Source: an optimization exercise on an open RTL-to-GDS flow (aim: small area). Production flows keep margins and buffers that such runs may drop. Only simulation tests tie the RTL to the original design; equivalence was not proved. Power and IR drop assume default switching activity.

===== flow/design.v =====
`timescale 1ns/1ps
`default_nettype none
package id_pkg;
    localparam int REG_W      = 32;
    localparam int REG_ADDR_W = 5;
    localparam int ALUOP_W    = 8;   
    localparam int ALUSEL_W   = 3;
    localparam logic [REG_ADDR_W-1:0] LINK_REG = 5'd31;   
    localparam logic [5:0] OP_SPECIAL = 6'h00;
    localparam logic [5:0] OP_J       = 6'h02;
    localparam logic [5:0] OP_JAL     = 6'h03;
    localparam logic [5:0] OP_BEQ     = 6'h04;
    localparam logic [5:0] OP_BNE     = 6'h05;
    localparam logic [5:0] OP_BLEZ    = 6'h06;
    localparam logic [5:0] OP_BGTZ    = 6'h07;
    localparam logic [5:0] OP_ADDI    = 6'h08;
    localparam logic [5:0] OP_ADDIU   = 6'h09;
    localparam logic [5:0] OP_SLTI    = 6'h0a;
    localparam logic [5:0] OP_SLTIU   = 6'h0b;
    localparam logic [5:0] OP_ANDI    = 6'h0c;
    localparam logic [5:0] OP_ORI     = 6'h0d;
    localparam logic [5:0] OP_XORI    = 6'h0e;
    localparam logic [5:0] OP_LUI     = 6'h0f;
    localparam logic [5:0] FN_SLL  = 6'h00;
    localparam logic [5:0] FN_SRL  = 6'h02;
    localparam logic [5:0] FN_SRA  = 6'h03;
    localparam logic [5:0] FN_SLLV = 6'h04;
    localparam logic [5:0] FN_SRLV = 6'h06;
    localparam logic [5:0] FN_SRAV = 6'h07;
    localparam logic [5:0] FN_JR   = 6'h08;
    localparam logic [5:0] FN_JALR = 6'h09;
    localparam logic [5:0] FN_ADD  = 6'h20;
    localparam logic [5:0] FN_ADDU = 6'h21;
    localparam logic [5:0] FN_SUB  = 6'h22;
    localparam logic [5:0] FN_SUBU = 6'h23;
    localparam logic [5:0] FN_AND  = 6'h24;
    localparam logic [5:0] FN_OR   = 6'h25;
    localparam logic [5:0] FN_XOR  = 6'h26;
    localparam logic [5:0] FN_NOR  = 6'h27;
    localparam logic [5:0] FN_SLT  = 6'h2a;
    localparam logic [5:0] FN_SLTU = 6'h2b;
    localparam logic [ALUSEL_W-1:0] SEL_NOP    = 3'd0;
    localparam logic [ALUSEL_W-1:0] SEL_LOGIC  = 3'd1;
    localparam logic [ALUSEL_W-1:0] SEL_SHIFT  = 3'd2;
    localparam logic [ALUSEL_W-1:0] SEL_ARITH  = 3'd3;
    localparam logic [ALUSEL_W-1:0] SEL_JUMP   = 3'd4;
    localparam logic [ALUSEL_W-1:0] SEL_BRANCH = 3'd5;
endpackage
`default_nettype wire
`timescale 1ns/1ps
`default_nettype none
module inst_classify (
    input  logic [31:0] inst_i,
    output logic [7:0]  aluop_o,
    output logic [2:0]  alusel_o,
    output logic        rs_reg_o,      
    output logic        rt_reg_o,      
    output logic        need_sa_o,     
    output logic        imm1_o,        
    output logic        imm2_16_o,     
    output logic        imm2_26_o,     
    output logic [4:0]  wd_o,
    output logic        wreg_o,        
    output logic        is_branch_o,
    output logic        pc_flush_o
);
    logic [5:0] op;
    logic [5:0] fn;
    logic       is_nop;
    logic       r_type;
    logic       i_type;
    logic       j_type;
    logic       is_logic;
    logic       is_shift;
    logic       is_arith;
    logic       is_jump;
    logic       is_branch;
    logic       is_jr;
    logic       is_jal;
    logic       is_beq_bne;
    logic       wreg_pre;
    logic [4:0] dest;
    assign op     = inst_i[31:26];
    assign fn     = inst_i[5:0];
    assign is_nop = (inst_i == '0);
    always_comb begin
        r_type    = 1'b0;
        i_type    = 1'b0;
        j_type    = 1'b0;
        is_logic  = 1'b0;
        is_shift  = 1'b0;
        is_arith  = 1'b0;
        is_jump   = 1'b0;
        is_branch = 1'b0;
        if (op == id_pkg::OP_SPECIAL) begin
            if (!is_nop) begin
                r_type = 1'b1;
                case (fn)
                    id_pkg::FN_AND, id_pkg::FN_OR, id_pkg::FN_XOR, id_pkg::FN_NOR:                      is_logic = 1'b1;
                    id_pkg::FN_SLL, id_pkg::FN_SRL, id_pkg::FN_SRA, id_pkg::FN_SLLV, id_pkg::FN_SRLV, id_pkg::FN_SRAV: is_shift = 1'b1;
                    id_pkg::FN_ADD, id_pkg::FN_ADDU, id_pkg::FN_SUB, id_pkg::FN_SUBU, id_pkg::FN_SLT, id_pkg::FN_SLTU: is_arith = 1'b1;
                    id_pkg::FN_JR, id_pkg::FN_JALR:                                     is_jump  = 1'b1;
                    default:                                            r_type   = 1'b0;
                endcase
            end
        end else begin
            case (op)
                id_pkg::OP_ANDI, id_pkg::OP_ORI, id_pkg::OP_XORI, id_pkg::OP_LUI: begin
                    i_type   = 1'b1;
                    is_logic = 1'b1;
                end
                id_pkg::OP_ADDI, id_pkg::OP_ADDIU, id_pkg::OP_SLTI, id_pkg::OP_SLTIU: begin
                    i_type   = 1'b1;
                    is_arith = 1'b1;
                end
                id_pkg::OP_BEQ, id_pkg::OP_BNE, id_pkg::OP_BLEZ, id_pkg::OP_BGTZ: begin
                    i_type    = 1'b1;
                    is_branch = 1'b1;
                end
                id_pkg::OP_J, id_pkg::OP_JAL: begin
                    j_type  = 1'b1;
                    is_jump = 1'b1;
                end
                default: ;
            endcase
        end
    end
    assign is_jr      = r_type && fn == id_pkg::FN_JR;
    assign is_jal     = j_type && op == id_pkg::OP_JAL;
    assign is_beq_bne = i_type && (op == id_pkg::OP_BEQ || op == id_pkg::OP_BNE);
    always_comb begin
        if (r_type) begin
            dest = inst_i[15:11];
        end else if (is_jal) begin
            dest = id_pkg::LINK_REG;
        end else if (i_type) begin
            dest = inst_i[20:16];
        end else begin
            dest = '0;
        end
    end
    assign wreg_pre = (r_type && !is_jr) || (i_type && !is_branch) || is_jal;
    always_comb begin
        if (is_logic) begin
            alusel_o = id_pkg::SEL_LOGIC;
        end else if (is_shift) begin
            alusel_o = id_pkg::SEL_SHIFT;
        end else if (is_arith) begin
            alusel_o = id_pkg::SEL_ARITH;
        end else if (is_jump) begin
            alusel_o = id_pkg::SEL_JUMP;
        end else if (is_branch) begin
            alusel_o = id_pkg::SEL_BRANCH;
        end else begin
            alusel_o = id_pkg::SEL_NOP;
        end
    end
    assign aluop_o = r_type            ? {2'b01, fn} :
                     (i_type || j_type) ? {2'b00, op} : '0;
    assign need_sa_o = r_type && (fn == id_pkg::FN_SLL || fn == id_pkg::FN_SRL || fn == id_pkg::FN_SRA);
    assign rs_reg_o  = (r_type || i_type) && !need_sa_o;
    assign rt_reg_o  = r_type || is_beq_bne;
    assign imm1_o    = j_type;
    assign imm2_16_o = i_type && !is_beq_bne;
    assign imm2_26_o = j_type;
    assign wd_o        = dest;
    assign wreg_o      = wreg_pre && dest != '0;
    assign is_branch_o = is_branch;
    assign pc_flush_o  = is_jump || is_branch;
endmodule
`default_nettype wire
`timescale 1ns/1ps
`default_nettype none
module rd_bit (
    input  logic [30:0] sel_i,
    input  logic [30:0] d_i,
    input  logic        hold_i,
    input  logic        q_i,
    input  logic        ext_i,
    output logic        y_o
);
    assign y_o = |(sel_i & d_i) | (hold_i & q_i) | ext_i;
endmodule
`default_nettype wire
`timescale 1ns/1ps
`default_nettype none
module rf_row (
    input  logic        clk,
    input  logic        wr_i,
    input  logic        keep_i,
    input  logic [31:0] wdata_i,
    output logic [31:0] q_o
);
    always_ff @(posedge clk) begin
        q_o <= (wdata_i & {32{wr_i}}) | (q_o & {32{keep_i}});
    end
endmodule
module regfile (
    input  logic          clk,
    input  logic          rst_n_i,
    input  logic          we_i,
    input  logic [4:0]    waddr_i,
    input  logic [31:0]   wdata_i,
    output logic [991:0]  rows_o     
);
    for (genvar r = 1; r < 32; r++) begin : g_row
        logic hit;
        assign hit = we_i && waddr_i == r[4:0];
        rf_row u_row (
            .clk     (clk),
            .wr_i    (rst_n_i && hit),
            .keep_i  (rst_n_i && !hit),
            .wdata_i (wdata_i),
            .q_o     (rows_o[32*(r-1) +: 32])
        );
    end
endmodule
`default_nettype wire
`timescale 1ns/1ps
`default_nettype none
module id_ex_reg #(
    parameter int W = 1
) (
    input  logic         clk,
    input  logic         ld_i,
    input  logic         hold_i,
    input  logic [W-1:0] d_i,
    output logic [W-1:0] q_o
);
    always_ff @(posedge clk) begin
        q_o <= (d_i & {W{ld_i}}) | (q_o & {W{hold_i}});
    end
endmodule
`default_nettype wire
`timescale 1ns/1ps
`default_nettype none
module mips_id_top (
    input  logic        clk,
    input  logic        rst_n_i,
    input  logic [31:0] inst_i,
    input  logic [31:0] pc_i,
    input  logic        stall_i,
    input  logic        oitf_match_i,
    input  logic        wb_we_i,
    input  logic [4:0]  wb_addr_i,
    input  logic [31:0] wb_data_i,
    output logic [31:0] ex_pc_o,
    output logic [7:0]  ex_aluop_o,
    output logic [2:0]  ex_alusel_o,
    output logic [31:0] ex_reg1_o,
    output logic [31:0] ex_reg2_o,
    output logic [4:0]  ex_wd_o,
    output logic        ex_wreg_o,
    output logic [31:0] ex_offset_o,
    output logic        ex_pc_flush_o
);
    logic ld;
    logic hold;
    assign ld   = rst_n_i && !stall_i;
    assign hold = rst_n_i && stall_i;
    logic [7:0]  dec_aluop;
    logic [2:0]  dec_alusel;
    logic        dec_rs_reg;
    logic        dec_rt_reg;
    logic        dec_need_sa;
    logic        dec_imm1;
    logic        dec_imm2_16;
    logic        dec_imm2_26;
    logic [4:0]  dec_wd;
    logic        dec_wreg;
    logic        dec_is_branch;
    logic        dec_pc_flush;
    inst_classify inst_classify_inst (
        .inst_i      (inst_i),
        .aluop_o     (dec_aluop),
        .alusel_o    (dec_alusel),
        .rs_reg_o    (dec_rs_reg),
        .rt_reg_o    (dec_rt_reg),
        .need_sa_o   (dec_need_sa),
        .imm1_o      (dec_imm1),
        .imm2_16_o   (dec_imm2_16),
        .imm2_26_o   (dec_imm2_26),
        .wd_o        (dec_wd),
        .wreg_o      (dec_wreg),
        .is_branch_o (dec_is_branch),
        .pc_flush_o  (dec_pc_flush)
    );
    logic [991:0] rows;
    regfile regfile_inst (
        .clk     (clk),
        .rst_n_i (rst_n_i),
        .we_i    (wb_we_i),
        .waddr_i (wb_addr_i),
        .wdata_i (wb_data_i),
        .rows_o  (rows)
    );
    logic        a1;
    logic        a2;
    logic [30:0] rsel1;
    logic [30:0] rsel2;
    assign a1 = ld && dec_rs_reg;
    assign a2 = ld && dec_rt_reg;
    for (genvar r = 1; r < 32; r++) begin : g_sel
        assign rsel1[r-1] = a1 && inst_i[25:21] == r[4:0];
        assign rsel2[r-1] = a2 && inst_i[20:16] == r[4:0];
    end
    logic [31:0] ext1;
    logic [31:0] ext2;
    assign ext1 = ({6'h0, inst_i[25:0]} & {32{ld && dec_imm1}}) |
                  ({27'h0, inst_i[10:6]} & {32{ld && dec_need_sa}});
    assign ext2 = ({6'h0, inst_i[25:0]} & {32{ld && dec_imm2_26}}) |
                  ({16'h0, inst_i[15:0]} & {32{ld && dec_imm2_16}});
    logic [31:0] reg1_d;
    logic [31:0] reg2_d;
    for (genvar b = 0; b < 32; b++) begin : g_op
        logic [30:0] col;
        for (genvar r = 1; r < 32; r++) begin : g_col
            assign col[r-1] = rows[32*(r-1) + b];
        end
        rd_bit u_rd1 (
            .sel_i  (rsel1),
            .d_i    (col),
            .hold_i (hold),
            .q_i    (ex_reg1_o[b]),
            .ext_i  (ext1[b]),
            .y_o    (reg1_d[b])
        );
        rd_bit u_rd2 (
            .sel_i  (rsel2),
            .d_i    (col),
            .hold_i (hold),
            .q_i    (ex_reg2_o[b]),
            .ext_i  (ext2[b]),
            .y_o    (reg2_d[b])
        );
    end
    always_ff @(posedge clk) begin
        ex_reg1_o <= reg1_d;
        ex_reg2_o <= reg2_d;
    end
    assign ex_aluop_o[7]      = 1'b0;
    assign ex_offset_o[31:16] = '0;
    id_ex_reg #(.W(32)) pc_reg     (.clk(clk), .ld_i(ld), .hold_i(hold), .d_i(pc_i),                    .q_o(ex_pc_o));
    id_ex_reg #(.W(7))  aluop_reg  (.clk(clk), .ld_i(ld), .hold_i(hold), .d_i(dec_aluop[6:0]),          .q_o(ex_aluop_o[6:0]));
    id_ex_reg #(.W(3))  alusel_reg (.clk(clk), .ld_i(ld), .hold_i(hold), .d_i(dec_alusel),              .q_o(ex_alusel_o));
    id_ex_reg #(.W(5))  wd_reg     (.clk(clk), .ld_i(ld), .hold_i(hold), .d_i(dec_wd),                  .q_o(ex_wd_o));
    id_ex_reg #(.W(1))  wreg_reg   (.clk(clk), .ld_i(ld), .hold_i(hold), .d_i(dec_wreg && !oitf_match_i), .q_o(ex_wreg_o));
    id_ex_reg #(.W(16)) offset_reg (.clk(clk), .ld_i(ld), .hold_i(hold), .d_i(inst_i[15:0] & {16{dec_is_branch}}), .q_o(ex_offset_o[15:0]));
    id_ex_reg #(.W(1))  flush_reg  (.clk(clk), .ld_i(ld), .hold_i(hold), .d_i(dec_pc_flush),            .q_o(ex_pc_flush_o));
endmodule
`default_nettype wire

===== flow/run.sh =====
#!/bin/bash
# synth_recipe.tcl (not shown) runs the flow's synth.tcl, then flattens the netlist and writes it again
# the make line also repeats each setting of config.mk as NAME=value (left out here)
make -C /OpenROAD-flow-scripts/flow DESIGN_CONFIG=/design/flow/config.mk WORK_HOME=/design/flow/orfs CLKGATE_MAP_FILE= SYNTH_SCRIPT=/design/flow/synth_recipe.tcl finish

===== flow/config.mk =====
export PLATFORM = sky130hd
export DESIGN_NAME = mips_id_top
export DESIGN_NICKNAME = mips_id_top
export VERILOG_FILES = /design/flow/design.v
export SDC_FILE = /design/flow/constraint.sdc
export NUM_CORES = 4
export LEC_CHECK = 0
export CAP_MARGIN = 20
export CORE_MARGIN = 2
export CORE_UTILIZATION = 40
export SLEW_MARGIN = 20
export SYNTH_HIERARCHICAL = 1
export SYNTH_MINIMUM_KEEP_SIZE = 0

===== flow/constraint.sdc =====
create_clock -name core_clock -period 3.5 [get_ports {clk}]
set_input_delay 0.7000 -clock core_clock [delete_from_list [all_inputs] [get_ports {clk}]]
set_output_delay 0.7000 -clock core_clock [all_outputs]
set_load 0.01 [all_outputs]

==> key figures, run 1 <==
Finish
  – Filler Cell Count: 9934
  – Nets: ~5100
  – Area of the multi-input gates: 23300 sq um
  – Fin cells: 6658
  – Highest-count cells in the layout ignoring fill and taps: dfxtp_1 (1121), a22o_1 (993), a22oi_1 (784)
  – Area grow syn2layout: 33.5%
  – Core Util, Final: 0.537
  – Layout cells sized above 1: 0.256
  – Sequential cell area: 22400 sq um
  – Commonest non-fill, non-tap cell in the layout: dfxtp_1

Setup path
  – CP Capture Type: flip-flop
  – Crit path DAT: about 4.2 ns
  – Setup CP Type: input pin to flip-flop
  – Worst path required time: 4.14 ns
  – Crit-path max FO: 8
  – Crit-path most repeated cell: buf_4
  – Largest stage delay on the critical path: 0.60 ns
  – Slowest cell on crit path: nor3_4
  – Worst Setup Start Kind: input pin
  – Buf+Inv Stages, Crit Path: 5
  – Crit path max-delay family: simple AND/OR/NAND/NOR gates
  – Worst path cell trace: clkdlybuf4s50_1, nor2_4, nand3_4, or3_4, buf_6, o31ai_4, nand4b_4, buf_12, nor3_4, buf_4, a22oi_1, nand4_1, nor4_2, buf_4, nand2_1

STA
  – Final Setup Violations: 5
  – Setup_tns: -0.102 ns
  – Final worst path period share: 1.01
  – Number of hold violations in the final report: 0
  – Slew @ Worst Pin: 1.20 ns
  – Fmax: approximately 0.28 GHz
  – Fin worst setup slack: -0.0353 ns
  – Clock Skew: 0.0270 ns
  – Slew margin rel.: 0.198
  – RSZ-0062 raised after global routing: true
  – Period minus WS final: 3.54 ns
  – Final slew viol count: 0

Place
  – Placement Setup Slack: -1.50 ns
  – Dpl hpwl: 143 mm
  – PortBufs: between 200 and 250
  – # placed instances: 6297
  – RD Place Congestion: 0.972

Routing
  – Drt pass-1 iters: 14
  – Detailed router's first-iteration violation count: 8792
  – DR vias/cell: a little over 7
  – Post-DRT Antenna Nets: 0
  – Final Routed Wirelength: 225 mm
  – Via Count: 47200
  – Routed length per placed instance: 33.8 um
  – DRC: 0

GRT
  – Largest net degree at the start of global routing: 66
  – Vias in the first global route: 44100
  – Gr usage total: 0.356
  – Initial antenna violation count: 5
  – Grt total ovfl: 0
  – First-pass GRT wire length: 317 mm

Die
  – Area of the core: 116000 sq um
  – Starting density of the core: 0.402
  – # IOs: 252
  – Die H: 345 um
  – # rows: 125
  – Die W: between 300 and 400 um
  – Die area: 119000 sq um

CTS
  – Clk latency of the worst-skew pair: 0.73 ns
  – Clk slew on worst S/H paths: 0.06 ns
  – Clock tree from TritonCTS: done
  – Total CTS buffers: around 110
  – Hold buffer count at CTS: 0
  – Clk root buf: clkbuf_16
  – Max clock buf depth: 3
  – H-tree Lvls: 3
  – Num Clock Sinks: 1121

Pwr
  – Total power: 27500 uW
  – Peak supply drop: 0.000392 V
  – Cell Pwr Density: about 440 nW/um^2
  – Leakage: 0.0240 uW

Hold path
  – Hold crit path type: flip-flop to flip-flop

Outcome
  – Status: complete, but fails checks
  – Layout check failures: negative setup slack

Logic synthesis
  – Yosys warnings: 15
  – Syn Inst Count: 4162
  – Syn Area/Cell: 11.2 sq um
  – Mapped Area: roughly 47000 sq um

Run
  – Max Cap Violations: 0
==> per-stage QoR <==
step           cell area (sq um)  hold slack, ns
3_3_place_gp               55600           0.451
2_1_floorplan              47300           0.460
3_5_place_dp               55800           0.454
4_1_cts                    61300           0.471
6_report                   62200           0.467
5_1_grt                    62200           0.477
==> power by group <==
group          switching [uW]  internal, uW  total [uW]
clock network            5410          7410       12800
registers                 119         12900       13000
logic                    1110           529        1640
==> worst paths after layout <==
| kind | slack [ns] | depth (start not counted) | start | to |
|---|---|---|---|---|
| worst min register to register | 0.47 | 1 | pc_reg.q_o[8]$_DFF_P_ | pc_reg.q_o[8]$_DFF_P_ |
| worst min-delay path | 0.47 | 1 | pc_reg.q_o[8]$_DFF_P_ | pc_reg.q_o[8]$_DFF_P_ |
| worst max-delay path | -0.04 | 15 | inst_i[31] | ex_reg2_o[8]$_DFF_P_ |
| worst max register to register | 1.84 | 4 | ex_reg1_o[27]$_DFF_P_ | ex_reg1_o[27]$_DFF_P_ |
==> registers in the layout, summed over array words and instances (netlist names) <==
| signal | count |
|---|---|
| regfile_inst.g_row.u_row.q_o | 992 |
| ex_reg1_o | 32 |
| ex_reg2_o | 32 |
| pc_reg.q_o | 32 |
| offset_reg.q_o | 16 |
| aluop_reg.q_o | 7 |
| wd_reg.q_o | 5 |
| alusel_reg.q_o | 3 |
| flush_reg.q_o | 1 |
| wreg_reg.q_o | 1 |
==> final cells by class <==
cell class,count,area share
sequential,1121,0.361
multi-input combinational,2806,0.375
tap,1524,0.0306
antenna,3,0.000121
clock buffer,156,0.0521
inverter,6,0.000442
timing repair buffer,992,0.171
clock inverter,50,0.00975
==> layer usage <==
metal,vias up,track usage,routed length [um]
li1,19300,-,-
met1,23000,0.469,85400
met2,4090,0.504,91700
met3,811,0.100,30000
met4,4,0.239,17800
met5,-,0,29
==> repair_timing <==
| action | CTS | global route |
|---|---|---|
| setup endpoints to repair | 64 | 64 |
| buffers inserted | 122 | 36 |
| cloned | 4 | 4 |
| pin swaps | 70 | 92 |
| resized for setup | 39 | 151 |
==> run 2: changes to the inputs <==
--- a/flow/design.v
+++ b/flow/design.v
@@ -160,4 +160,18 @@
     assign need_sa_o = r_type && (fn == id_pkg::FN_SLL || fn == id_pkg::FN_SRL || fn == id_pkg::FN_SRA);
-    assign rs_reg_o  = (r_type || i_type) && !need_sa_o;
-    assign rt_reg_o  = r_type || is_beq_bne;
+    logic fn_r;      
+    logic fn_sa;     
+    always_comb begin
+        case (fn)
+            id_pkg::FN_AND, id_pkg::FN_OR, id_pkg::FN_XOR, id_pkg::FN_NOR,
+            id_pkg::FN_SLL, id_pkg::FN_SRL, id_pkg::FN_SRA, id_pkg::FN_SLLV, id_pkg::FN_SRLV, id_pkg::FN_SRAV,
+            id_pkg::FN_ADD, id_pkg::FN_ADDU, id_pkg::FN_SUB, id_pkg::FN_SUBU, id_pkg::FN_SLT, id_pkg::FN_SLTU,
+            id_pkg::FN_JR, id_pkg::FN_JALR: fn_r = 1'b1;
+            default:                        fn_r = 1'b0;
+        endcase
+    end
+    assign fn_sa = fn == id_pkg::FN_SLL || fn == id_pkg::FN_SRL || fn == id_pkg::FN_SRA;
+    assign rs_reg_o = (op == id_pkg::OP_SPECIAL) ? (fn_r && !fn_sa)
+                                                 : (op[5:4] == 2'b00 && op[3:2] != 2'b00);
+    assign rt_reg_o = (op == id_pkg::OP_SPECIAL) ? fn_r
+                                                 : (op == id_pkg::OP_BEQ || op == id_pkg::OP_BNE);
     assign imm1_o    = j_type;
@@ -173,2 +187,42 @@
 `default_nettype none
+module aoi222 (
+    input  logic [2:0] a_i,
+    input  logic [2:0] b_i,
+    output logic       y_o
+);
+    assign y_o = !(|(a_i & b_i));
+endmodule
+module aoi22 (
+    input  logic [1:0] a_i,
+    input  logic [1:0] b_i,
+    output logic       y_o
+);
+    assign y_o = !(|(a_i & b_i));
+endmodule
+module oai31 (
+    input  logic [2:0] a_i,
+    input  logic       b_i,
+    output logic       y_o
+);
+    assign y_o = !((|a_i) && b_i);
+endmodule
+module nand_n #(
+    parameter int N = 2
+) (
+    input  logic [N-1:0] a_i,
+    output logic         y_o
+);
+    assign y_o = !(&a_i);
+endmodule
+module rd_tail (
+    input  logic [2:0] m_i,
+    input  logic       qual_i,
+    input  logic       hold_i,
+    input  logic       q_i,
+    input  logic       ext_sel_i,
+    input  logic       ext_d_i,
+    output logic       y_o
+);
+    assign y_o = ((|m_i) && qual_i) || (hold_i && q_i) || (ext_sel_i && ext_d_i);
+endmodule
 module rd_bit (
@@ -176,8 +230,31 @@
     input  logic [30:0] d_i,
+    input  logic        qual_i,
     input  logic        hold_i,
     input  logic        q_i,
-    input  logic        ext_i,
+    input  logic        ext_sel_i,
+    input  logic        ext_d_i,
     output logic        y_o
 );
-    assign y_o = |(sel_i & d_i) | (hold_i & q_i) | ext_i;
+    logic [10:0] n;      
+    logic [2:0]  m;      
+    for (genvar g = 0; g < 10; g++) begin : g_aoi
+        aoi222 u_aoi (
+            .a_i (sel_i[3*g +: 3]),
+            .b_i (d_i[3*g +: 3]),
+            .y_o (n[g])
+        );
+    end
+    nand_n #(.N(2)) u_n10 (.a_i({sel_i[30], d_i[30]}), .y_o(n[10]));
+    nand_n #(.N(4)) u_m0 (.a_i(n[3:0]),  .y_o(m[0]));
+    nand_n #(.N(4)) u_m1 (.a_i(n[7:4]),  .y_o(m[1]));
+    nand_n #(.N(3)) u_m2 (.a_i(n[10:8]), .y_o(m[2]));
+    rd_tail u_tail (
+        .m_i       (m),
+        .qual_i    (qual_i),
+        .hold_i    (hold_i),
+        .q_i       (q_i),
+        .ext_sel_i (ext_sel_i),
+        .ext_d_i   (ext_d_i),
+        .y_o       (y_o)
+    );
 endmodule
@@ -303,11 +380,31 @@
     for (genvar r = 1; r < 32; r++) begin : g_sel
-        assign rsel1[r-1] = a1 && inst_i[25:21] == r[4:0];
-        assign rsel2[r-1] = a2 && inst_i[20:16] == r[4:0];
+        assign rsel1[r-1] = inst_i[25:21] == r[4:0];
+        assign rsel2[r-1] = inst_i[20:16] == r[4:0];
+    end
+    logic [31:0] ext1_sel;
+    logic [31:0] ext1_d;
+    logic [31:0] ext2_sel;
+    logic [31:0] ext2_d;
+    for (genvar b = 0; b < 32; b++) begin : g_ext
+        if (b < 5) begin : g_lo
+            assign ext1_sel[b] = ld && (dec_need_sa || dec_imm1);
+            assign ext1_d[b]   = dec_need_sa ? inst_i[6+b] : inst_i[b];
+        end else if (b < 26) begin : g_mid
+            assign ext1_sel[b] = ld && dec_imm1;
+            assign ext1_d[b]   = inst_i[b];
+        end else begin : g_hi
+            assign ext1_sel[b] = 1'b0;
+            assign ext1_d[b]   = 1'b0;
+        end
+        if (b < 16) begin : g_lo2
+            assign ext2_sel[b] = ld && (dec_imm2_16 || dec_imm2_26);
+            assign ext2_d[b]   = inst_i[b];
+        end else if (b < 26) begin : g_mid2
+            assign ext2_sel[b] = ld && dec_imm2_26;
+            assign ext2_d[b]   = inst_i[b];
+        end else begin : g_hi2
+            assign ext2_sel[b] = 1'b0;
+            assign ext2_d[b]   = 1'b0;
+        end
     end
-    logic [31:0] ext1;
-    logic [31:0] ext2;
-    assign ext1 = ({6'h0, inst_i[25:0]} & {32{ld && dec_imm1}}) |
-                  ({27'h0, inst_i[10:6]} & {32{ld && dec_need_sa}});
-    assign ext2 = ({6'h0, inst_i[25:0]} & {32{ld && dec_imm2_26}}) |
-                  ({16'h0, inst_i[15:0]} & {32{ld && dec_imm2_16}});
     logic [31:0] reg1_d;
@@ -320,16 +417,20 @@
         rd_bit u_rd1 (
-            .sel_i  (rsel1),
-            .d_i    (col),
-            .hold_i (hold),
-            .q_i    (ex_reg1_o[b]),
-            .ext_i  (ext1[b]),
-            .y_o    (reg1_d[b])
+            .sel_i     (rsel1),
+            .d_i       (col),
+            .qual_i    (a1),
+            .hold_i    (hold),
+            .q_i       (ex_reg1_o[b]),
+            .ext_sel_i (ext1_sel[b]),
+            .ext_d_i   (ext1_d[b]),
+            .y_o       (reg1_d[b])
         );
         rd_bit u_rd2 (
-            .sel_i  (rsel2),
-            .d_i    (col),
-            .hold_i (hold),
-            .q_i    (ex_reg2_o[b]),
-            .ext_i  (ext2[b]),
-            .y_o    (reg2_d[b])
+            .sel_i     (rsel2),
+            .d_i       (col),
+            .qual_i    (a2),
+            .hold_i    (hold),
+            .q_i       (ex_reg2_o[b]),
+            .ext_sel_i (ext2_sel[b]),
+            .ext_d_i   (ext2_d[b]),
+            .y_o       (reg2_d[b])
         );
==> flow/flow/run.sh (new file) <==
#!/bin/bash
# The standard layout (standard.sh), with one change: the port buffers
# that global placement inserts are buf_2 cells instead of the default pick.
# Each step's full output goes to ORFS's own logs under orfs/logs; make's
# output goes to standard.log in this folder.
set -euo pipefail
bash standard.sh "BUFFER_PORTS_ARGS=-buffer_cell sky130_fd_sc_hd__buf_2" finish > standard.log 2>&1
==> flow/standard.sh (new file) <==
#!/bin/bash
# synth_recipe.tcl (not shown) runs the flow's synth.tcl, then flattens the netlist and writes it again
# the make line also repeats each setting of config.mk as NAME=value (left out here)
make -C /OpenROAD-flow-scripts/flow DESIGN_CONFIG=/design/flow/config.mk WORK_HOME=/design/flow/orfs CLKGATE_MAP_FILE= SYNTH_SCRIPT=/design/flow/synth_recipe.tcl "${@:-finish}"
--- a/flow/config.mk
+++ b/flow/config.mk
@@ -9,3 +9,5 @@
 export CORE_MARGIN = 2
-export CORE_UTILIZATION = 40
+export CORE_UTILIZATION = 50
+export CTS_CLUSTER_DIAMETER = 100
+export CTS_CLUSTER_SIZE = 30
 export SLEW_MARGIN = 20
removed: flow/run.sh
==> run 2 against run 1 <==
Compared with the run above: the run now finishes clean; clock skew rose by 0.013 ns; sequential share of layout area rose by 9.6 points; register-to-register slack got worse by 0.38 ns; clock power fell by 48%; die area fell by 23%; sequential power barely moved; global-route usage rose by 6.1 points; critical path depth fell by 6; wire length fell by 9.7%; power fell by 23%.
==> key figures, run 2 <==
Finish
  – Highest-count cells in the layout ignoring fill and taps: dfxtp_1 (1121), a22o_1 (993), a222oi_1 (640)
  – Commonest non-fill, non-tap cell in the layout: dfxtp_1
  – Layout cells sized above 1: 0.165
  – Fin cells: 5234
  – Nets: 4162
  – Top reg by flops: regfile_inst.g_row.u_row.q_o
  – Number of flip-flops in the largest register: ~1000
  – Filler Cell Count: 7642
  – Area grow syn2layout: 9.53%

STA
  – Slew margin rel.: 0.188
  – Final worst path period share: 0.815
  – RSZ-0062 raised after global routing: false
  – Final slew viol count: 0
  – Number of hold violations in the final report: 0
  – Period minus WS final: 2.85 ns
  – Slew @ Worst Pin: between 1 and 1.5 ns
  – Clock Skew: 0.0404 ns
  – Final Setup Violations: 0
  – Fmax: 0.351 GHz
  – Setup_tns: 0 ns

Logic synthesis
  – Syn Inst Count: approximately 3800
  – Mapped Area: 44900 sq um
  – Syn Area/Cell: around 12 sq um
  – Yosys warnings: 15

CTS
  – Clock tree from TritonCTS: done
  – Clk latency of the worst-skew pair: 0.67 ns
  – Clk root buf: clkbuf_16
  – Total of cells resized after clock tree synthesis: 0
  – Clk slew on worst S/H paths: 0.12 ns
  – Hold buffer count at CTS: 0
  – H-tree Lvls: 2
  – Total CTS buffers: 44
  – Num Clock Sinks: ~1100
  – Postcts setup bufs: 0
  – Max clock buf depth: 3

Setup path
  – CP Capture Type: flip-flop
  – Crit-path max FO: 19
  – Setup CP Type: input pin to flip-flop
  – Worst path required time: 4.02 ns
  – Crit path DAT: 3.37 ns
  – Reg2reg path depth: 4
  – Worst Setup Start Kind: input pin

Die
  – Die W: roughly 300 um
  – Die area: about 92000 sq um
  – Die H: around 300 um
  – # rows: 109
  – Area of the core: 88600 sq um
  – # IOs: 252
  – Starting density of the core: 0.507

Routing
  – Detailed router's first-iteration violation count: 12000
  – DRC: 0
  – Drt pass-1 iters: 14
  – Post-DRT Antenna Nets: 0
  – Final Routed Wirelength: 203 mm
  – DR vias/cell: 8.24
  – Routed length per placed instance: 38.8 um
  – Via Count: 43100

GRT
  – First-pass GRT wire length: 290 mm
  – Largest net degree at the start of global routing: 79
  – Initial antenna violation count: 3
  – Vias in the first global route: 41300
  – Gr usage total: 0.417
  – Grt total ovfl: 0

Pwr
  – Leakage: ~0.019 uW
  – Cell Int Power: about 16000 uW
  – Comb pwr share: 0.071
  – Switching Fraction: 0.258
  – Cell Pwr Density: roughly 430 nW/um^2
  – Reg power frac: 0.615
  – Sw power: 5460 uW
  – Clock power frac: 0.314
  – Peak supply drop: 0.000334 V

Hold path
  – Hold crit path type: input pin to flip-flop
  – Hold Path Stages: 2

Place
  – RD Place Congestion: 0.964
  – PortBufs: approximately 230
  – Dpl hpwl: 123 mm
  – # placed instances: 5175

Outcome
  – Status: no timing/DRC/antenna violations

Run
  – Max Cap Violations: 0
-- run 2: final cells by class --
type / instances / area (sq um) / area share
sequential: 1121 / 22400 / 0.456
multi-input combinational: 2454 / 20700 / 0.421
timing repair buffer: 431 / 3330 / 0.0676
tap: 1165 / 1460 / 0.0296
clock buffer: 50 / 1180 / 0.0241
clock inverter: 7 / 65.1 / 0.00132
inverter: 4 / 17.5 / 0.000356
antenna: 2 / 5.00 / 0.000102
-- run 2: power by group through the flow --
stage / registers, uW / logic [uW] / clock network (uW)
2_1_floorplan: 13300 / 644 / 0
3_3_place_gp: 13300 / 1400 / 0
3_5_place_dp: 13300 / 1420 / 0
4_1_cts: 13000 / 1430 / 6660
5_1_grt: 13000 / 1520 / 7070
6_report: 13000 / 1500 / 6640
-- run 2: worst paths after layout --
| path | startpoint | to | slack (ns) |
|---|---|---|---|
| max | inst_i[17] | ex_reg2_o[20]$_DFF_P_ | 0.65 |
| min | pc_i[5] | pc_reg.q_o[5]$_DFF_P_ | 0.25 |
| max reg2reg | regfile_inst.g_row[16].u_row.q_o[20]$_DFF_P_ | ex_reg2_o[20]$_DFF_P_ | 1.46 |
| min reg2reg | pc_reg.q_o[0]$_DFF_P_ | pc_reg.q_o[0]$_DFF_P_ | 0.47 |
-- run 2: critical path, stage by stage --
cell,delay [ns]
buf_2,0.18
nand2b_1,0.50
nor2_4,0.13
buf_12,0.22
buf_4,0.16
a222oi_1,0.29
nand4_1,0.34
o31ai_1,0.71
nand2_1,0.12
-- run 2: layer usage --
layer | part of all wire | global-route usage | up-vias
li1 | - | - | 17200
met3 | 0.16 | 0.135 | 755
met4 | 0.080 | 0.297 | 6
met1 | 0.36 | 0.539 | 20900
met5 | 0.00062 | 0.00775 | -
met2 | 0.40 | 0.582 | 4306
-- run 2: per-stage QoR --
step           instance area [sq um]  power [uW]   util  setup slack (ns)  hold slack, ns
3_5_place_dp                   47900       14700  0.541             0.114           0.449
6_report                       49200       21100  0.555             0.648           0.249
3_3_place_gp                   47900       14700  0.541             0.157           0.446
5_1_grt                        49200       21600  0.555             0.669           0.246
4_1_cts                        49200       21100  0.555             0.798           0.234
2_1_floorplan                  45100       13900      -             0.685           0.460
==> run 3: changes to the inputs <==
==> flow/run.sh (new file) <==
#!/bin/bash
# synth_recipe.tcl (not shown) runs the flow's synth.tcl, then flattens the netlist and writes it again
# the make line also repeats each setting of config.mk as NAME=value (left out here)
make -C /OpenROAD-flow-scripts/flow DESIGN_CONFIG=/design/flow/config.mk WORK_HOME=/design/flow/orfs CLKGATE_MAP_FILE= SYNTH_SCRIPT=/design/flow/synth_recipe.tcl finish
--- a/flow/config.mk
+++ b/flow/config.mk
@@ -9,3 +9,3 @@
 export CORE_MARGIN = 2
-export CORE_UTILIZATION = 50
+export CORE_UTILIZATION = 45
 export CTS_CLUSTER_DIAMETER = 100
removed: flow/flow/run.sh
removed: flow/standard.sh
==> run 3 against run 2 <==
Compared with the run above: still clean on timing, DRC and antenna; via count fell by 0.59%; clock power is 3.8% higher; die area rose by 11%; clock-buffer cell count is 3 lower; setup slack got worse by 0.41 ns; largest cell class unchanged; synthesized area did not move; highest routed layer is now met4.
==> key figures, run 3 <==
Pwr
  – Total power: 21600 uW
  – Cell Pwr Density: 410 nW/um^2
  – Leakage: 0.0196 uW
  – Peak supply drop: roughly 0.0004 V

Finish
  – Highest-count cells in the layout ignoring fill and taps: dfxtp_1 (1121), a22o_1 (993), a222oi_1 (640)
  – Layout cells sized above 1: 0.154
  – Nets: 4371
  – Commonest non-fill, non-tap cell in the layout: dfxtp_1
  – Area of the multi-input gates: 20800 sq um
  – Filler Cell Count: about 8600
  – Sequential cell area: 22400 sq um
  – Area grow syn2layout: 17.4%
  – Fin cells: 5565
  – Final Cell Area: around 53000 sq um
  – Number of flip-flops in the largest register: 992
  – Top reg by flops: regfile_inst.g_row.u_row.q_o

Setup path
  – Worst path required time: 4.14 ns
  – Worst Setup Start Kind: input pin
  – Worst path cell trace: clkdlybuf4s50_1, or3b_1, buf_4, nor2_4, a222oi_1, nand4_1, buf_4, o31ai_1, buf_4, nand2_1
  – Crit-path most repeated cell: buf_4
  – Setup CP Type: input pin to flip-flop
  – Slowest cell on crit path: nor2_4
  – RR Startpoint: regfile_inst.g_row[13].u_row.q_o[29]$_DFF_P_
  – Reg2reg path depth: 6
  – CP Capture Type: flip-flop
  – Crit path DAT: 3.90 ns
  – Largest stage delay on the critical path: about 0.88 ns
  – Worst reg-to-reg setup slack: 1.60 ns
  – Crit path max-delay family: simple AND/OR/NAND/NOR gates
  – Worst flop-to-flop path endpoint: ex_reg1_o[29]$_DFF_P_
  – Buf+Inv Stages, Crit Path: 4
  – Crit-path max FO: 30

CTS
  – Clk latency of the worst-skew pair: between 0.6 and 0.7 ns
  – Clk root buf: clkbuf_16
  – Max clock buf depth: 3
  – Clock tree from TritonCTS: done
  – Num Clock Sinks: 1121
  – Hold buffer count at CTS: 0
  – Clk slew on worst S/H paths: between 0.1 and 0.15 ns
  – Total CTS buffers: 45
  – Postcts setup bufs: 0
  – Total of cells resized after clock tree synthesis: 0
  – H-tree Lvls: 2

STA
  – Slew @ Worst Pin: 1.28 ns
  – Period minus WS final: 3.26 ns
  – Fmax: 0.306 GHz
  – Final Setup Violations: 0
  – Clock Skew: between 0.03 and 0.04 ns
  – Slew margin rel.: 0.144
  – RSZ-0062 raised after global routing: false
  – Final slew viol count: 0
  – Setup_tns: 0 ns
  – Final worst path period share: 0.933
  – Number of hold violations in the final report: 0

GRT
  – Gr usage total: 0.368
  – Grt total ovfl: 0
  – Initial antenna violation count: 1
  – First-pass GRT wire length: 283 mm
  – Largest net degree at the start of global routing: 44
  – Vias in the first global route: 40200

Place
  – Dpl hpwl: 121 mm
  – # placed instances: around 5500
  – PortBufs: 234
  – RD Place Congestion: 0.942
  – Placement-stage cell area: 51200 sq um

Die
  – # rows: 115
  – Die area: 102000 sq um
  – Area of the core: 98700 sq um
  – Starting density of the core: 0.455
  – Die W: 320 um
  – Die H: 320 um
  – # IOs: 252

Routing
  – DRC: 0
  – Post-DRT Antenna Nets: 0
  – Via Count: 42900
  – Drt pass-1 iters: 13
  – Detailed router's first-iteration violation count: between 10000 and 15000
  – DR vias/cell: 7.71
  – Final Routed Wirelength: about 200 mm
  – Routed length per placed instance: between 30 and 40 um

Logic synthesis
  – Yosys warnings: 15
  – Syn Area/Cell: between 10 and 15 sq um
  – Syn Inst Count: 3784
  – Mapped Area: roughly 45000 sq um

Hold path
  – Hold Path End: pc_reg.q_o[17]$_DFF_P_
  – Hold Path Stages: 1
  – Hold crit path type: flip-flop to flip-flop
  – Worst hold start: pc_reg.q_o[17]$_DFF_P_

Outcome
  – Status: no timing/DRC/antenna violations

Run
  – Max Cap Violations: 0
-- run 3: worst register-to-register path, cell delays in order, from the launching register on --
cell and delay (ns):
dfxtp_1 0.34, a222oi_1 0.44, nand4_1 0.37, buf_4 0.25, o31ai_1 0.23, buf_4 0.14, nand2_1 0.04
-- run 3: worst max path at each step --
| stage | start | endpoint | cells past startpoint |
|---|---|---|---|
| 4_1_cts | inst_i[21] | ex_reg1_o[31]$_DFF_P_ | 9 |
| 6_report | inst_i[21] | ex_reg1_o[29]$_DFF_P_ | 10 |
| 3_5_place_dp | inst_i[21] | ex_reg1_o[29]$_DFF_P_ | 9 |
| 3_3_place_gp | inst_i[6] | ex_reg1_o[0]$_DFF_P_ | 9 |
| 5_1_grt | inst_i[21] | ex_reg1_o[0]$_DFF_P_ | 11 |
| 2_1_floorplan | rst_n_i | offset_reg.q_o[13]$_DFF_P_ | 4 |
-- run 3: layout make-up --
cell class / count / share of cell area
multi-input combinational: 2454 / 0.395
antenna: 1 / 0.0000475
clock inverter: 12 / 0.00358
inverter: 4 / 0.000332
tap: 1287 / 0.0305
clock buffer: 47 / 0.0217
sequential: 1121 / 0.426
timing repair buffer: 639 / 0.123
-- run 3: per-layer routing --
metal / track usage / vias up / wire length [um]
li1: - / 17600 / -
met2: 0.513 / 3828 / 79700
met5: 0.000946 / - / 0
met4: 0.215 / 0 / 13400
met3: 0.105 / 649 / 28900
met1: 0.505 / 20800 / 77000
-- run 3: through the flow --
| stage | setup slack [ns] | utilization | hold WS [ns] |
|---|---|---|---|
| final | 0.236 | 0.534 | 0.479 |
| after global placement | -0.376 | 0.519 | 0.451 |
| after floorplan | 0.685 | - | 0.460 |
| after global routing | 0.141 | 0.534 | 0.495 |
| after CTS | 0.331 | 0.532 | 0.483 |
| after detailed placement | -0.375 | 0.519 | 0.452 |
-- run 3: power by group --
| part | internal, uW | switching [uW] |
|---|---|---|
| clock | 2650 | 4250 |
| sequential | 12900 | 103 |
| combinational | 539 | 1200 |
| total | 16100 | 5550 |
==> run 4: changes to the inputs <==
--- a/flow/design.v
+++ b/flow/design.v
@@ -216,3 +216,5 @@
 endmodule
-module rd_tail (
+module rd_tail #(
+    parameter bit EXT = 1'b1
+) (
     input  logic [2:0] m_i,
@@ -225,5 +227,11 @@
 );
-    assign y_o = ((|m_i) && qual_i) || (hold_i && q_i) || (ext_sel_i && ext_d_i);
+    if (EXT) begin : g_ext
+        assign y_o = ((|m_i) && qual_i) || (hold_i && q_i) || (ext_sel_i && ext_d_i);
+    end else begin : g_no_ext
+        assign y_o = ((|m_i) && qual_i) || (hold_i && q_i);
+    end
 endmodule
-module rd_bit (
+module rd_bit #(
+    parameter bit EXT = 1'b1    
+) (
     input  logic [30:0] sel_i,
@@ -250,3 +258,3 @@
     nand_n #(.N(3)) u_m2 (.a_i(n[10:8]), .y_o(m[2]));
-    rd_tail u_tail (
+    rd_tail #(.EXT(EXT)) u_tail (
         .m_i       (m),
@@ -416,3 +424,3 @@
         end
-        rd_bit u_rd1 (
+        rd_bit #(.EXT(b < 26)) u_rd1 (
             .sel_i     (rsel1),
@@ -426,3 +434,3 @@
         );
-        rd_bit u_rd2 (
+        rd_bit #(.EXT(b < 26)) u_rd2 (
             .sel_i     (rsel2),
==> flow/flow/run.sh (new file) <==
#!/bin/bash
# The standard layout (standard.sh), with one change: the port buffers
# that global placement inserts are buf_2 cells instead of the default pick.
# Each step's full output goes to ORFS's own logs under orfs/logs; make's
# output goes to standard.log in this folder.
set -euo pipefail
bash standard.sh "BUFFER_PORTS_ARGS=-buffer_cell sky130_fd_sc_hd__buf_2" finish > standard.log 2>&1
==> flow/standard.sh (new file) <==
#!/bin/bash
# synth_recipe.tcl (not shown) runs the flow's synth.tcl, then flattens the netlist and writes it again
# the make line also repeats each setting of config.mk as NAME=value (left out here)
make -C /OpenROAD-flow-scripts/flow DESIGN_CONFIG=/design/flow/config.mk WORK_HOME=/design/flow/orfs CLKGATE_MAP_FILE= SYNTH_SCRIPT=/design/flow/synth_recipe.tcl "${@:-finish}"
--- a/flow/config.mk
+++ b/flow/config.mk
@@ -8,2 +8,3 @@
 export CAP_MARGIN = 20
+export CELL_PAD_IN_SITES_DETAIL_PLACEMENT = 1
 export CORE_MARGIN = 2
removed: flow/run.sh
==> run 4 against run 3 <==
Compared with the run above: setup slack worse by 0.17 ns; clock-buffer cell count unchanged; maximum frequency down 5.0%; cell area down 6.3%; final cell count down 3.8%; non-clock buffer count down 177; clock power down 6.0%.
==> key figures, run 4 <==
CTS
  – Num Clock Sinks: 1121
  – Clk root buf: clkbuf_16
  – Postcts setup bufs: 0
  – Clock tree from TritonCTS: done
  – Clk slew on worst S/H paths: about 0.12 ns
  – Max clock buf depth: 3
  – Total of cells resized after clock tree synthesis: 0
  – Total CTS buffers: 43
  – Hold buffer count at CTS: 0
  – H-tree Lvls: 2
  – Clk latency of the worst-skew pair: 0.65 ns

GRT
  – Initial antenna violation count: 9
  – Gr usage total: 0.387
  – Vias in the first global route: roughly 42000
  – Largest net degree at the start of global routing: between 80 and 90
  – First-pass GRT wire length: 296 mm
  – Grt total ovfl: 0

STA
  – Final Setup Violations: 0
  – Fin worst setup slack: 0.0629 ns
  – Slew margin rel.: 0.125
  – Slew @ Worst Pin: 1.31 ns
  – Period minus WS final: 3.44 ns
  – Final slew viol count: 0
  – Number of hold violations in the final report: 0
  – Final worst path period share: 0.982
  – RSZ-0062 raised after global routing: false
  – Clock Skew: 0.0212 ns
  – Fmax: 0.291 GHz

Pwr
  – Cell Pwr Density: 424 nW/um^2
  – Peak supply drop: 0.000374 V
  – Leakage: 0.0187 uW

Setup path
  – Worst path required time: around 4.0 ns
  – Crit-path max FO: 12
  – CP Capture Type: flip-flop
  – Setup CP Type: input pin to flip-flop
  – Crit path DAT: 3.97 ns
  – Reg2reg path depth: 5
  – Worst Setup Start Kind: input pin

Logic synthesis
  – Syn Inst Count: 3784
  – Yosys warnings: 15
  – Syn Area/Cell: 11.9 sq um
  – Mapped Area: 44900 sq um

Die
  – Die W: 320 um
  – Die H: 320 um
  – # rows: 115
  – Die area: between 100000 and 150000 sq um
  – # IOs: 252
  – Starting density of the core: 0.455
  – Area of the core: 98600 sq um

Finish
  – Highest-count cells in the layout ignoring fill and taps: dfxtp_1 (1121), a22o_1 (993), a222oi_1 (640)
  – Commonest non-fill, non-tap cell in the layout: dfxtp_1
  – Filler Cell Count: between 10000 and 15000
  – Core Util, Final: 0.501
  – Number of flip-flops in the largest register: 992
  – Top reg by flops: regfile_inst.g_row.u_row.q_o
  – Nets: 4168
  – # diodes: 0
  – Layout cells sized above 1: 0.174
  – Area grow syn2layout: 10.1%

Routing
  – DR vias/cell: ~8.0
  – Via Count: 43100
  – Drt pass-1 iters: 13
  – Final Routed Wirelength: slightly above 200 mm
  – Post-DRT Antenna Nets: 0
  – DRC: 0
  – Detailed router's first-iteration violation count: 10500
  – Routed length per placed instance: 38.7 um

Place
  – Dpl hpwl: 123 mm
  – RD Place Congestion: 0.900
  – PortBufs: 234
  – Placement Setup Slack: -0.513 ns

Hold path
  – Hold Path Stages: 2
  – Hold crit path type: input pin to flip-flop

Run
  – Max Cap Violations: 0

Outcome
  – Status: no timing/DRC/antenna violations
## run 4: critical path: stages
cell	delay, ns
buf_2	0.20
nor4_4	0.62
nand4_1	0.54
or4_1	0.79
nand2_8	0.10
nor2_1	0.18
o21a_1	0.36
a22oi_1	0.38
nand2_1	0.08
## run 4: through the flow
step / power, uW / instances / TNS (ns) / hold WS, ns / area, sq um
after floorplan: 13900 / 3800 / 0 / 0.460 / 44900
after global placement: 14700 / 5292 / -3.03 / 0.432 / 47900
after detailed placement: 14700 / 5293 / -3.28 / 0.433 / 47900
after CTS: 20900 / 5343 / 0 / 0.261 / 49100
after global routing: 21400 / 5354 / 0 / 0.276 / 49400
final: 21000 / 5354 / 0 / 0.276 / 49400
## run 4: path summary, 6_finish.rpt
check | from | endpoint | slack (ns)
max | inst_i[3] | ex_reg1_o[0]$_DFF_P_ | 0.06
min | pc_i[29] | pc_reg.q_o[29]$_DFF_P_ | 0.28
max reg2reg | regfile_inst.g_row[4].u_row.q_o[19]$_DFF_P_ | ex_reg1_o[19]$_DFF_P_ | 1.49
min reg2reg | ex_reg2_o[29]$_DFF_P_ | ex_reg2_o[29]$_DFF_P_ | 0.45
## run 4: final cells by class
cell class                 instances  area (sq um)  area share
clock inverter                     3          23.8    0.000481
tap                             1287          1610      0.0326
multi-input combinational       2430         20700       0.419
timing repair buffer             462          3450      0.0699
clock buffer                      47          1130      0.0230
inverter                           4          17.5    0.000355
sequential                      1121         22400       0.454
## run 4: metal layers
| layer | vias up | wire, um | global-route usage |
|---|---|---|---|
| met4 | 6 | 14200 | 0.244 |
| met5 | - | 40 | 0 |
| met3 | 650 | 30500 | 0.118 |
| met2 | 3800 | 84500 | 0.542 |
| li1 | 17200 | - | - |
| met1 | 21500 | 77700 | 0.516 |
## run 4: report_power, final
part	leakage, uW	switching (uW)	internal [uW]	total [uW]
registers	0.00904	95.5	12900	13000
logic	0.00907	1200	320	1520
clock network	0.000567	4130	2350	6480
==> run 5: changes to the inputs <==
--- a/flow/config.mk
+++ b/flow/config.mk
@@ -8,7 +8,6 @@
 export CAP_MARGIN = 20
-export CELL_PAD_IN_SITES_DETAIL_PLACEMENT = 1
 export CORE_MARGIN = 2
-export CORE_UTILIZATION = 45
+export CORE_UTILIZATION = 55
 export CTS_CLUSTER_DIAMETER = 100
-export CTS_CLUSTER_SIZE = 30
+export CTS_CLUSTER_SIZE = 24
 export SLEW_MARGIN = 20
==> run 5 against run 4 <==
Compared with the run above: largest cell class unchanged; synthesized area unchanged; critical path type unchanged; highest routed layer unchanged; hold slack lost 0.025 ns; now fails the layout checks on negative setup slack; core utilization grew 11 points.
==> key figures, run 5 <==
Outcome
  – Status: complete, but fails checks
  – Layout check failures: negative setup slack

Place
  – PortBufs: 234
  – Dpl hpwl: 118 mm
  – RD Place Congestion: approximately 1.0
  – Placement Setup Slack: -0.297 ns
  – Placement-stage cell area: 47500 sq um

Setup path
  – Setup CP Type: input pin to flip-flop
  – Worst Setup SP: inst_i[7]
  – Worst reg-to-reg setup slack: 1.41 ns
  – Crit-path max FO: 6
  – Worst flop-to-flop path endpoint: ex_reg2_o[16]$_DFF_P_
  – Worst Setup Start Kind: input pin
  – CP endpoint: ex_reg1_o[2]$_DFF_P_
  – Worst path required time: 4.05 ns
  – Crit path DAT: 4.08 ns
  – CP Capture Type: flip-flop
  – Reg2reg path depth: 4
  – RR Startpoint: regfile_inst.g_row[13].u_row.q_o[16]$_DFF_P_

Finish
  – Nets: 4162
  – Highest-count cells in the layout ignoring fill and taps: dfxtp_1 (1121), a22o_1 (993), a222oi_1 (640)
  – Filler Cell Count: 6552
  – Area grow syn2layout: 9.29%
  – Area of the multi-input gates: 20600 sq um
  – Layout cells sized above 1: 0.169
  – Sequential cell area: 22400 sq um
  – Final Cell Area: 49000 sq um
  – Core Util, Final: 0.608
  – Commonest non-fill, non-tap cell in the layout: dfxtp_1
  – Top reg by flops: regfile_inst.g_row.u_row.q_o
  – Number of flip-flops in the largest register: around 990

CTS
  – Num Clock Sinks: 1121
  – Clock tree from TritonCTS: done
  – Hold buffer count at CTS: 0
  – Clk latency of the worst-skew pair: ~0.67 ns
  – Clk root buf: clkbuf_16
  – Clk slew on worst S/H paths: approximately 0.10 ns
  – Total CTS buffers: 52
  – Postcts setup bufs: 0
  – Max clock buf depth: 3
  – H-tree Lvls: 2

Logic synthesis
  – Syn Area/Cell: 11.9 sq um
  – Yosys warnings: 15
  – Mapped Area: 44900 sq um
  – Syn Inst Count: 3784

Run
  – Max Cap Violations: 0

Routing
  – Post-DRT Antenna Nets: 0
  – Detailed router's first-iteration violation count: 11600
  – DR vias/cell: ~8.4
  – DRC: 0
  – Drt pass-1 iters: 14
  – Via Count: approximately 43000
  – Routed length per placed instance: a little under 40 um
  – Final Routed Wirelength: 197 mm

STA
  – Hold slack: 0.251 ns
  – Period minus WS final: 3.52 ns
  – Fmax: 0.284 GHz
  – Final Setup Violations: 2
  – Fin worst setup slack: -0.0246 ns
  – Final slew viol count: 0
  – RSZ-0062 raised after global routing: false
  – Clock Skew: 0.0239 ns
  – Final worst path period share: 1.01
  – Slew margin rel.: 0.164
  – Slew @ Worst Pin: between 1 and 1.5 ns
  – Number of hold violations in the final report: 0

Die
  – Die H: 290 um
  – # IOs: 252
  – Starting density of the core: 0.556
  – # rows: 104
  – Die W: 290 um
  – Area of the core: 80700 sq um
  – Die area: 83900 sq um

Pwr
  – Cell Pwr Density: 433 nW/um^2
  – Peak supply drop: 0.000335 V
  – Leakage: 0.0187 uW

GRT
  – Grt total ovfl: 0
  – Gr usage total: 0.446
  – Initial antenna violation count: 2
  – First-pass GRT wire length: 279 mm
  – Vias in the first global route: 40700
  – Largest net degree at the start of global routing: 46

Hold path
  – Hold crit path type: input pin to flip-flop
  – Hold Path Stages: 2
==> run 5: stage by stage <==
step                TNS, ns  total power [uW]  cells
floorplan                 0             13900   3800
global placement      -1.91             14600   5055
detailed placement    -1.57             14600   5056
CTS                       0             21200   5110
global route              0             21700   5116
finish              -0.0474             21300   5117
==> run 5: cell type report <==
type                       instances  area share
antenna                            1   0.0000510
multi-input combinational       2430       0.419
clock buffer                      53      0.0270
clock inverter                     1    0.000179
timing repair buffer             447      0.0685
sequential                      1121       0.458
tap                             1060      0.0270
inverter                           4    0.000357
==> run 5: worst max-delay path: stages <==
cell,delay (ns)
buf_2,0.23
nor4_1,0.94
nand4_1,0.46
or4_1,0.81
nand2_8,0.16
nor2_1,0.16
o21a_1,0.32
a22oi_1,0.22
nand2_1,0.07
==> run 5: power by group <==
group | internal, uW | switching [uW] | total (uW)
Clock | 2710 | 4120 | 6830
Sequential | 12900 | 94.3 | 13000
Combinational | 316 | 1150 | 1470
==> run 5: what timing repair did <==
action / in CTS / in global routing
endpoints found under the hold margin: 0 / 0
gates resized for setup: 0 / 1
setup endpoints to repair: 0 / 3
==> run 5: worst min-delay path by stage <==
stage / slack, ns / start / endpoint
finish: 0.25 / pc_i[27] / pc_reg.q_o[27]$_DFF_P_
global route: 0.25 / pc_i[22] / pc_reg.q_o[22]$_DFF_P_
CTS: 0.25 / pc_i[27] / pc_reg.q_o[27]$_DFF_P_
detailed placement: 0.43 / ex_reg2_o[28]$_DFF_P_ / ex_reg2_o[28]$_DFF_P_
global placement: 0.43 / ex_reg2_o[27]$_DFF_P_ / ex_reg2_o[27]$_DFF_P_
floorplan: 0.46 / regfile_inst.g_row[10].u_row.q_o[0]$_DFF_P_ / regfile_inst.g_row[10].u_row.q_o[0]$_DFF_P_
==> run 5: routing by layer <==
layer | GRT usage | vias to the layer above | share of wire
met2 | 0.617 | 4325 | 0.40
li1 | - | 17200 | -
met5 | 0.00625 | - | 0.00057
met4 | 0.321 | 6 | 0.082
met3 | 0.163 | 801 | 0.17
met1 | 0.572 | 20700 | 0.35
==> run 6: changes to the inputs <==
==> flow/flow/run.sh (replaced) <==
#!/bin/bash
# The standard layout (standard.sh), with two changes: the port buffers
# that global placement inserts are buf_2 cells instead of the default pick,
# and after global routing the non-critical gates are downsized
# (RECOVER_POWER, ORFS's repair_timing -recover_power).
# Each step's full output goes to ORFS's own logs under orfs/logs; make's
# output goes to standard.log in this folder.
set -euo pipefail
bash standard.sh "BUFFER_PORTS_ARGS=-buffer_cell sky130_fd_sc_hd__buf_2" "RECOVER_POWER=100" finish > standard.log 2>&1
--- a/flow/config.mk
+++ b/flow/config.mk
@@ -9,5 +9,5 @@
 export CORE_MARGIN = 2
-export CORE_UTILIZATION = 55
+export CORE_UTILIZATION = 50
 export CTS_CLUSTER_DIAMETER = 100
-export CTS_CLUSTER_SIZE = 24
+export CTS_CLUSTER_SIZE = 30
 export SLEW_MARGIN = 20
==> run 6 against run 5 <==
Compared with the run above: fails the layout checks on max-capacitance violations, max-slew violations, negative setup slack; largest power group unchanged; setup slack better by 0.0052 ns; maximum frequency is 0.15% higher; critical path type unchanged; hold slack better by 0.00076 ns.
==> key figures, run 6 <==
Outcome
  – Status: complete, but fails checks
  – Layout check failures: max-capacitance violations, max-slew violations, negative setup slack

Hold path
  – Worst hold start: pc_i[8]
  – Hold crit path type: input pin to flip-flop

CTS
  – Clk slew on worst S/H paths: 0.11 ns
  – Hold buffer count at CTS: 0
  – Max clock buf depth: 3
  – Postcts setup bufs: 0
  – Clk latency of the worst-skew pair: around 0.67 ns
  – Clk root buf: clkbuf_16
  – H-tree Lvls: 2
  – Num Clock Sinks: 1121
  – Total of cells resized after clock tree synthesis: 0
  – Total CTS buffers: 44
  – Clock tree from TritonCTS: done

Finish
  – Nets: 4208
  – Area grow syn2layout: 9.33%
  – Final Cell Area: 49100 sq um
  – Top reg by flops: regfile_inst.g_row.u_row.q_o
  – Fin cells: 5274
  – Area of the multi-input gates: 20500 sq um
  – Highest-count cells in the layout ignoring fill and taps: dfxtp_1 (1121), a22o_1 (993), a222oi_1 (640)
  – Commonest non-fill, non-tap cell in the layout: dfxtp_1
  – Number of flip-flops in the largest register: about 1000
  – Core Util, Final: 0.553
  – Sequential cell area: ~22000 sq um
  – Filler Cell Count: 7682
  – Layout cells sized above 1: 0.143

Pwr
  – Peak supply drop: between 0.0004 and 0.0005 V
  – Cell Pwr Density: 431 nW/um^2
  – Leakage: 0.0182 uW
  – Total power: 21100 uW

STA
  – Final Setup Violations: 14
  – Slew @ Worst Pin: approximately 1.8 ns
  – Number of hold violations in the final report: 0
  – Slew margin rel.: -0.175
  – Final slew viol count: 24
  – Period minus WS final: between 3 and 4 ns
  – Clock Skew: ~0.035 ns
  – Fmax: 0.284 GHz
  – RSZ-0062 raised after global routing: false
  – Setup_tns: -0.0779 ns
  – Fin worst setup slack: -0.0194 ns
  – Final worst path period share: 1.01

Place
  – # placed instances: approximately 5200
  – Dpl hpwl: 130 mm
  – PortBufs: 234
  – Placement-stage cell area: roughly 48000 sq um
  – RD Place Congestion: 0.953

Setup path
  – Worst path required time: between 4 and 5 ns
  – Crit-path max FO: 32
  – CP Capture Type: flip-flop
  – Worst Setup SP: rst_n_i
  – RR Startpoint: regfile_inst.g_row[13].u_row.q_o[0]$_DFF_P_
  – Crit path DAT: around 4.1 ns
  – Worst Setup Start Kind: input pin
  – Setup CP Type: input pin to flip-flop

Logic synthesis
  – Yosys warnings: 15
  – Mapped Area: 44900 sq um
  – Syn Inst Count: ~3800
  – Syn Area/Cell: 11.9 sq um

Routing
  – DR vias/cell: 8.26
  – Via Count: 43500
  – Detailed router's first-iteration violation count: 12000
  – Routed length per placed instance: 40.3 um
  – Final Routed Wirelength: 213 mm
  – Post-DRT Antenna Nets: 0
  – DRC: 0
  – Drt pass-1 iters: 14

GRT
  – Initial antenna violation count: 6
  – Vias in the first global route: slightly above 40000
  – First-pass GRT wire length: 295 mm
  – Grt total ovfl: 0
  – Gr usage total: 0.439
  – Largest net degree at the start of global routing: 54

Die
  – # IOs: 252
  – Die H: 304 um
  – Die W: 304 um
  – Die area: 92100 sq um
  – # rows: 109
  – Area of the core: 88600 sq um
  – Starting density of the core: 0.506

Run
  – Max Cap Violations: 1
[run 6: layout make-up]
type / instances / area share
clock buffers: 45 / 0.0230
inverters: 4 / 0.000306
multi-input cells: 2430 / 0.419
flip-flops and latches: 1121 / 0.458
diodes: 1 / 0.0000510
well taps: 1165 / 0.0297
repair buffers: 501 / 0.0686
clock inverters: 7 / 0.00189
[run 6: path summary, 6_finish.rpt]
check / slack [ns] / cells past startpoint / endpoint
worst max-delay path: -0.02 / 5 / regfile_inst.g_row[2].u_row.q_o[14]$_DFF_P_
worst min-delay path: 0.25 / 2 / pc_reg.q_o[8]$_DFF_P_
worst max register to register: 1.36 / 5 / ex_reg1_o[0]$_DFF_P_
worst min register to register: 0.45 / 2 / ex_reg1_o[29]$_DFF_P_
[run 6: layer usage]
| metal | wire, um | part of all wire | global-route usage |
|---|---|---|---|
| met1 | 75300 | 0.35 | 0.554 |
| met5 | 34 | 0.00016 | 0 |
| met3 | 34000 | 0.16 | 0.157 |
| met4 | 16700 | 0.079 | 0.310 |
| met2 | 86700 | 0.41 | 0.622 |
[run 6: where the power goes]
| part | internal (uW) | switching [uW] | total [uW] |
|---|---|---|---|
| Combinational | 312 | 1210 | 1520 |
| Sequential | 12900 | 93.9 | 13000 |
| Clock | 2440 | 4190 | 6630 |
| Total | 15600 | 5490 | 21100 |
[run 6: metrics by stage]
| stage | worst slack, ns | hold slack (ns) |
|---|---|---|
| floorplan | 0.690 | 0.460 |
| global placement | -0.313 | 0.426 |
| detailed placement | -0.276 | 0.433 |
| CTS | 0.418 | 0.240 |
| global route | 0.0473 | 0.251 |
| finish | -0.0194 | 0.252 |
[run 6: critical path: stages]
cell,delay (ns)
clkbuf_1,1.24
or3b_1,0.65
nor3_4,0.23
clkbuf_2,0.96
a22o_1,0.30

==> static timing again, ports no longer ideal <==
The results above use ideal ports. As a check the final layouts listed here were re-extracted and re-timed, cells and wires unchanged.
Step 1 sets driving cells, clkbuf_16 on the clock port and buf_2 on the other inputs (assumed; they add their load-dependent delay and slew).
Step 2 times the ports against the registers' clock, not the clock port: input delays grow and output delays shrink by t, the midpoint of the rising clock arrivals with the driver on.
Slacks: no drivers / after step 1 / after step 2; pairs: no drivers / after step 1.
| run | shift t [ns] | setup slack, ns | pins driven straight from the clock port |
|---|---|---|---|
| run 1 | 0.786 | -0.035 / -0.005 / -0.791 | 1 |
| run 2 | 0.726 | 0.648 / 0.688 / -0.037 | 1 |
| run 3 | 0.742 | 0.236 / 0.279 / -0.463 | 1 |
| run 4 | 0.720 | 0.063 / 0.119 / -0.601 | 1 |
| run 5 | 0.730 | -0.025 / 0.025 / -0.705 | 1 |
| run 6 | 0.730 | -0.019 / 0.020 / -0.710 | 1 |
With both steps, setup timing fails in run 2, run 3 and run 4, where it was met with ideal ports. For run 1, which loses most, drivers alone change the setup slack by +0.030 ns; drivers and shift together by -0.756 ns.
